This is an optimization exercise on Yosys and OpenROAD, whose aim is small area, not a production implementation.
In this exercise RTL edits were held to simulation tests only and were not proved equivalent to the original.
Power figures rest on the tool's default switching activity, not on a simulated workload.

## register_bank_mux
module register_bank_mux #(
  parameter int WIDTH = register_bank_pkg::DEF_WIDTH,
  parameter int DEPTH = register_bank_pkg::DEF_DEPTH,
  parameter bit R0_ZERO = 1'b0,
  parameter int AW = $clog2(DEPTH)
) (
  input  logic             clk,
  input  logic             reset,
  input  logic             we,
  input  logic [AW-1:0]    waddr,
  input  logic [WIDTH-1:0] wdata,
  input  logic [AW-1:0]    raddr_a,
  output logic [WIDTH-1:0] rdata_a,
  input  logic [AW-1:0]    raddr_b,
  output logic [WIDTH-1:0] rdata_b,
  input  logic             dump_start,
  output logic             dump_busy,
  output logic             dump_valid,
  input  logic             dump_ready,
  output logic [AW-1:0]    dump_addr,
  output logic [WIDTH-1:0] dump_data,
  output logic             dump_last
);
  localparam logic [AW-1:0] LAST = AW'(DEPTH - 1);
  logic [DEPTH-1:0][WIDTH-1:0] regs;
  logic [DEPTH-1:0] wen, seln_a, seln_b, seln_d;
  logic [AW-1:0] ra_q, rb_q;
  logic [WIDTH-1:0] wd, sel_data_a, sel_data_b, beat;
  logic running, start, advance, hit, hit_or_reset;
  logic [AW-1:0] ptr, ptr_nxt;
  always_comb
    for (int i = 0; i < DEPTH; i++)
      wen[i] = we && waddr == AW'(i) && !(R0_ZERO && i == 0);
  assign wd = wdata & {WIDTH{!reset}};
  always_ff @(posedge clk)
    for (int i = 0; i < DEPTH; i++)
      if (reset || wen[i]) regs[i] <= wd;
  always_ff @(posedge clk) begin
    ra_q <= raddr_a;
    rb_q <= raddr_b;
  end
  always_comb
    for (int i = 0; i < DEPTH; i++) begin
      seln_a[i] = ra_q != AW'(i);
      seln_b[i] = rb_q != AW'(i);
    end
  register_bank_read_port #(.WIDTH(WIDTH), .DEPTH(DEPTH)) u_port_a (
    .sel_n(seln_a), .words(regs), .data(sel_data_a)
  );
  ...
export LEC_CHECK = 0
export CAP_MARGIN = 20
export CORE_MARGIN = 2
export CORE_UTILIZATION = 40
export CTS_CLUSTER_DIAMETER = 60
export CTS_CLUSTER_SIZE = 25
export SLEW_MARGIN = 20
export SYNTH_HIERARCHICAL = 1
export SYNTH_MINIMUM_KEEP_SIZE = 0
create_clock -name core_clock -period 5.0 [get_ports {clk}]
standard.sh (not shown) runs the stock make flow with config.mk's settings and CLKGATE_MAP_FILE= SYNTH_SCRIPT=/design/flow/synth_recipe.tcl, a recipe that flattens the netlist after the stock synthesis.
==> flow/flow/run.sh <==
#!/bin/bash
# The standard layout, with every port buffered by a sky130_fd_sc_hd__buf_1 instead of the
# delay buffer buffer_ports picks by default. Make's full output goes to flow_make.log here;
# each ORFS step keeps its own log under orfs/logs/.
set -euo pipefail
bash standard.sh "BUFFER_PORTS_ARGS=-buffer_cell sky130_fd_sc_hd__buf_1" finish > flow_make.log 2>&1
The first run finished clean.
Next try:
==> flow/flow/run.sh (replaced) <==
#!/bin/bash
# The standard layout, with two changes: every port is buffered by a sky130_fd_sc_hd__buf_1
# instead of the delay buffer buffer_ports picks by default, and clock tree synthesis adds no
# dummy loads. Make's full output goes to flow_make.log here; each ORFS step keeps its own
# log under orfs/logs/.
set -euo pipefail
bash standard.sh \
  "BUFFER_PORTS_ARGS=-buffer_cell sky130_fd_sc_hd__buf_1" \
  "CTS_ARGS=-sink_clustering_enable -repair_clock_nets -sink_clustering_size 30 -sink_clustering_max_diameter 80 -dont_use_dummy_load" \
  finish > flow_make.log 2>&1
--- a/flow/config.mk
+++ b/flow/config.mk
@@ -10 +10 @@
-export CORE_UTILIZATION = 40
+export CORE_UTILIZATION = 60
@@ -12,0 +13 @@
+export PLACE_DENSITY = 0.8
Effect:
- The changed run completed without violations
- maximum frequency is higher slightly
- setup slack gets better by 34 ps
- area after synthesis does not change
- routed wire length is lower by a few percent
- sequential cell count is unchanged
Next try:
==> flow/run.sh (new file) <==
#!/bin/bash
# synth_recipe.tcl (not shown) runs the flow's synth.tcl, then flattens the netlist and writes it again
# the make line also repeats each setting of config.mk as NAME=value (left out here)
make -C /OpenROAD-flow-scripts/flow DESIGN_CONFIG=/design/flow/config.mk WORK_HOME=/design/flow/orfs CLKGATE_MAP_FILE= SYNTH_SCRIPT=/design/flow/synth_recipe.tcl finish
--- a/flow/config.mk
+++ b/flow/config.mk
@@ -10 +10 @@
-export CORE_UTILIZATION = 60
+export CORE_UTILIZATION = 40
@@ -13 +12,0 @@
-export PLACE_DENSITY = 0.8
removed: flow/flow/run.sh
removed: flow/standard.sh
The changed run passed the timing, design-rule and antenna checks.
Setup slack loses 320 ps.
Flip-flop and latch count is unchanged.
Area after synthesis stays the same.
Final cell count climbs by 12%.
Routed wire length increases by about 5%.

========
v57:
Another version of the RTL of register_bank_mux (not shown whole).
For scale: ~2,400 cells after synthesis, ~25,000 µm² of cells after synthesis.
clock: 5.0 ns
lec_check: 0
cap_margin: 20
core_margin: 2
core_utilization: 65
cts_cluster_diameter: 60
cts_cluster_size: 25
place_density: 0.9
slew_margin: 20
synth_hierarchical: 1
synth_minimum_keep_size: 0
==> flow/flow/run.sh <==
#!/bin/bash
# The standard layout, with two changes: every port is buffered by a sky130_fd_sc_hd__buf_1
# instead of the delay buffer buffer_ports picks by default, and clock tree synthesis adds no
# dummy loads. Make's full output goes to flow_make.log here; each ORFS step keeps its own
# log under orfs/logs/.
set -euo pipefail
bash standard.sh \
  "BUFFER_PORTS_ARGS=-buffer_cell sky130_fd_sc_hd__buf_1" \
  "CTS_ARGS=-sink_clustering_enable -repair_clock_nets -sink_clustering_size 30 -sink_clustering_max_diameter 80 -dont_use_dummy_load" \
  finish > flow_make.log 2>&1
v57 reached the final stage; the timing, design-rule and antenna checks on its layout passed.
--- input diff v57..v23 ---
Settings: a change of PLACE_DENSITY from 0.9 to 0.8; a change of CORE_UTILIZATION from 65 to 60.
Routed wire length: v23 > v57. Total power deteriorates in v23 relative to v57. The utilization of v23 is lower than that of v57. Number of buffer and inverter stages on the critical path up 1 in v23 wrt v57. Taking v57 as the reference, in v23 post-synthesis to final-layout area growth increased by 0.92 points relative to the old numbers, clock sink count about even. Measured against each other, v57 and v23 differ in met1 track demand over resource, the lower figure coming from v57.
For v34, these inputs were changed with respect to v23:
diff --git a/flow/flow/run.sh b/flow/flow/run.sh
--- a/flow/flow/run.sh
+++ b/flow/flow/run.sh
@@ -7,4 +7,4 @@
 bash standard.sh \
   "BUFFER_PORTS_ARGS=-buffer_cell sky130_fd_sc_hd__buf_1" \
-  "CTS_ARGS=-sink_clustering_enable -repair_clock_nets -sink_clustering_size 30 -sink_clustering_max_diameter 80 -dont_use_dummy_load" \
+  "CTS_ARGS=-sink_clustering_enable -repair_clock_nets -sink_clustering_size 25 -sink_clustering_max_diameter 60 -dont_use_dummy_load" \
   finish > flow_make.log 2>&1
[summary]
- Utilization: v34 higher than v23
- v34 gives less share of the clock period used by the worst path than v23 did.
- Setup slack in v34 is 0.046 ns above v23.
- v34 against v23: cell area +1.2%, combinational cell power comparable.
- Compared with v23, in v34 number of H-tree levels grew by 1, final cell count without fillers increased about 0.4%, final critical-path required period -0.046 ns, final-layout setup total negative slack ~0 delta.

========
## run 1
register_bank_mux with an RTL version that a note above also has.
Size: about 560 flip-flops, roughly 150 I/O pins.
export LEC_CHECK = 0
export CAP_MARGIN = 20
export CORE_MARGIN = 2
export CORE_UTILIZATION = 60
export CTS_CLUSTER_DIAMETER = 60
export CTS_CLUSTER_SIZE = 25
export PLACE_DENSITY = 0.8
export SLEW_MARGIN = 20
export SYNTH_HIERARCHICAL = 1
export SYNTH_MINIMUM_KEEP_SIZE = 0
create_clock -name core_clock -period 5.0 [get_ports {clk}]
==> flow/flow/run.sh <==
#!/bin/bash
# The standard layout, with every port buffered by a sky130_fd_sc_hd__buf_1 instead of the
# delay buffer buffer_ports picks by default. Make's full output goes to flow_make.log here;
# each ORFS step keeps its own log under orfs/logs/.
set -euo pipefail
bash standard.sh "BUFFER_PORTS_ARGS=-buffer_cell sky130_fd_sc_hd__buf_1" finish > flow_make.log 2>&1
#### Input delta (run 2 over run 1)
Settings: swapping 60 for 80 in CTS_CLUSTER_DIAMETER; swapping 25 for 30 in CTS_CLUSTER_SIZE.
==> comparison <==
- Run 2 vs run 1: sequential share of layout area up
- Looking at critical path endpoint, the rdata_a[2] result is from run 1; the rdata_b[22] one comes from run 2.
- Final area: run 2 lower than run 1
- Max largest vdd supply drop across run 1 and run 2: run 1
- On leakage power summed over all cells: run 2 sits below run 1.
Input-level comparison between run 3 and run 2:
Settings: CTS_CLUSTER_SIZE now 25, was 30; CTS_CLUSTER_DIAMETER now 60, was 80.
==> flow/flow/run.sh <==
#!/bin/bash
# The standard layout, with two changes: every port is buffered by a sky130_fd_sc_hd__buf_1
# instead of the delay buffer buffer_ports picks by default, and clock tree synthesis adds no
# dummy loads. Make's full output goes to flow_make.log here; each ORFS step keeps its own
# log under orfs/logs/.
set -euo pipefail
bash standard.sh \
  "BUFFER_PORTS_ARGS=-buffer_cell sky130_fd_sc_hd__buf_1" \
  "CTS_ARGS=-sink_clustering_enable -repair_clock_nets -sink_clustering_size 25 -sink_clustering_max_diameter 60 -dont_use_dummy_load" \
  finish > flow_make.log 2>&1
[summary]
Compared with run 2, in run 3 setup slack went up by 0.053 ns, share of layout cells above drive strength 1 went down by 0.64 points, part of the power in combinational logic was more or less identical, post-route standard cell area excluding fillers went down by 150 um^2, detail-routed net length per standard cell was more or less identical. ~same total routing usage reported by global routing in run 3 and run 2. Run 3 was carried through to the last stage, and its layout satisfied the timing, design-rule and antenna checks. Run 2 completed every stage of the flow, and the final layout passed the timing, design-rule and antenna checks. Part of the total power dissipated in sequential elements (lower): run 2. Sort run 3 and run 2 by wire length, descending, and run 2 comes first.

-- what the ideal ports hide --
In the flow no input, the clock included, has a driving cell. The finished layouts below were timed again as built, in two steps. Step 1: set_driving_cell puts a clkbuf_16 on clk and a buf_2 on each other input, an assumption about the parent block. Step 2 adds t to the input delays and takes it off the output delays; t is the mean of the earliest and latest rising clock arrival at the registers after step 1. Input paths then give back, and output paths get back, about the clock's delay inside the block. Slacks: ideal / step 1 / step 2; pairs: ideal / step 1.
| run | t, ns | setup slack, ns | worst setup path after step 2 | worst register clock-pin slew, ns |
|---|---|---|---|---|
| the first run of note 1 | 0.663 | 0.424 / 0.362 / 0.480 | input to register | 0.10 / 0.10 |
| the second run of note 1 | 0.661 | 0.458 / 0.402 / 0.535 | input to register | 0.11 / 0.11 |
| the third run of note 1 | 0.655 | 0.134 / 0.073 / 0.551 | input to register | 0.10 / 0.10 |
| v57 | 0.651 | 0.467 / 0.410 / 0.618 | input to register | 0.12 / 0.12 |
| v23 | 0.671 | 0.459 / 0.399 / 0.525 | input to register | 0.12 / 0.12 |
| v34 | 0.654 | 0.505 / 0.444 / 0.535 | input to register | 0.10 / 0.10 |
| run 1 | 0.659 | 0.472 / 0.412 / 0.470 | input to register | 0.10 / 0.10 |
| run 2 | 0.679 | 0.375 / 0.321 / 0.487 | input to register | 0.12 / 0.12 |
| run 3 | 0.645 | 0.428 / 0.374 / 0.440 | input to register | 0.10 / 0.10 |
After both steps every run listed still meets setup and hold. For run 1, which loses most, drivers alone change the setup slack by -0.060 ns; drivers and shift together by -0.002 ns.
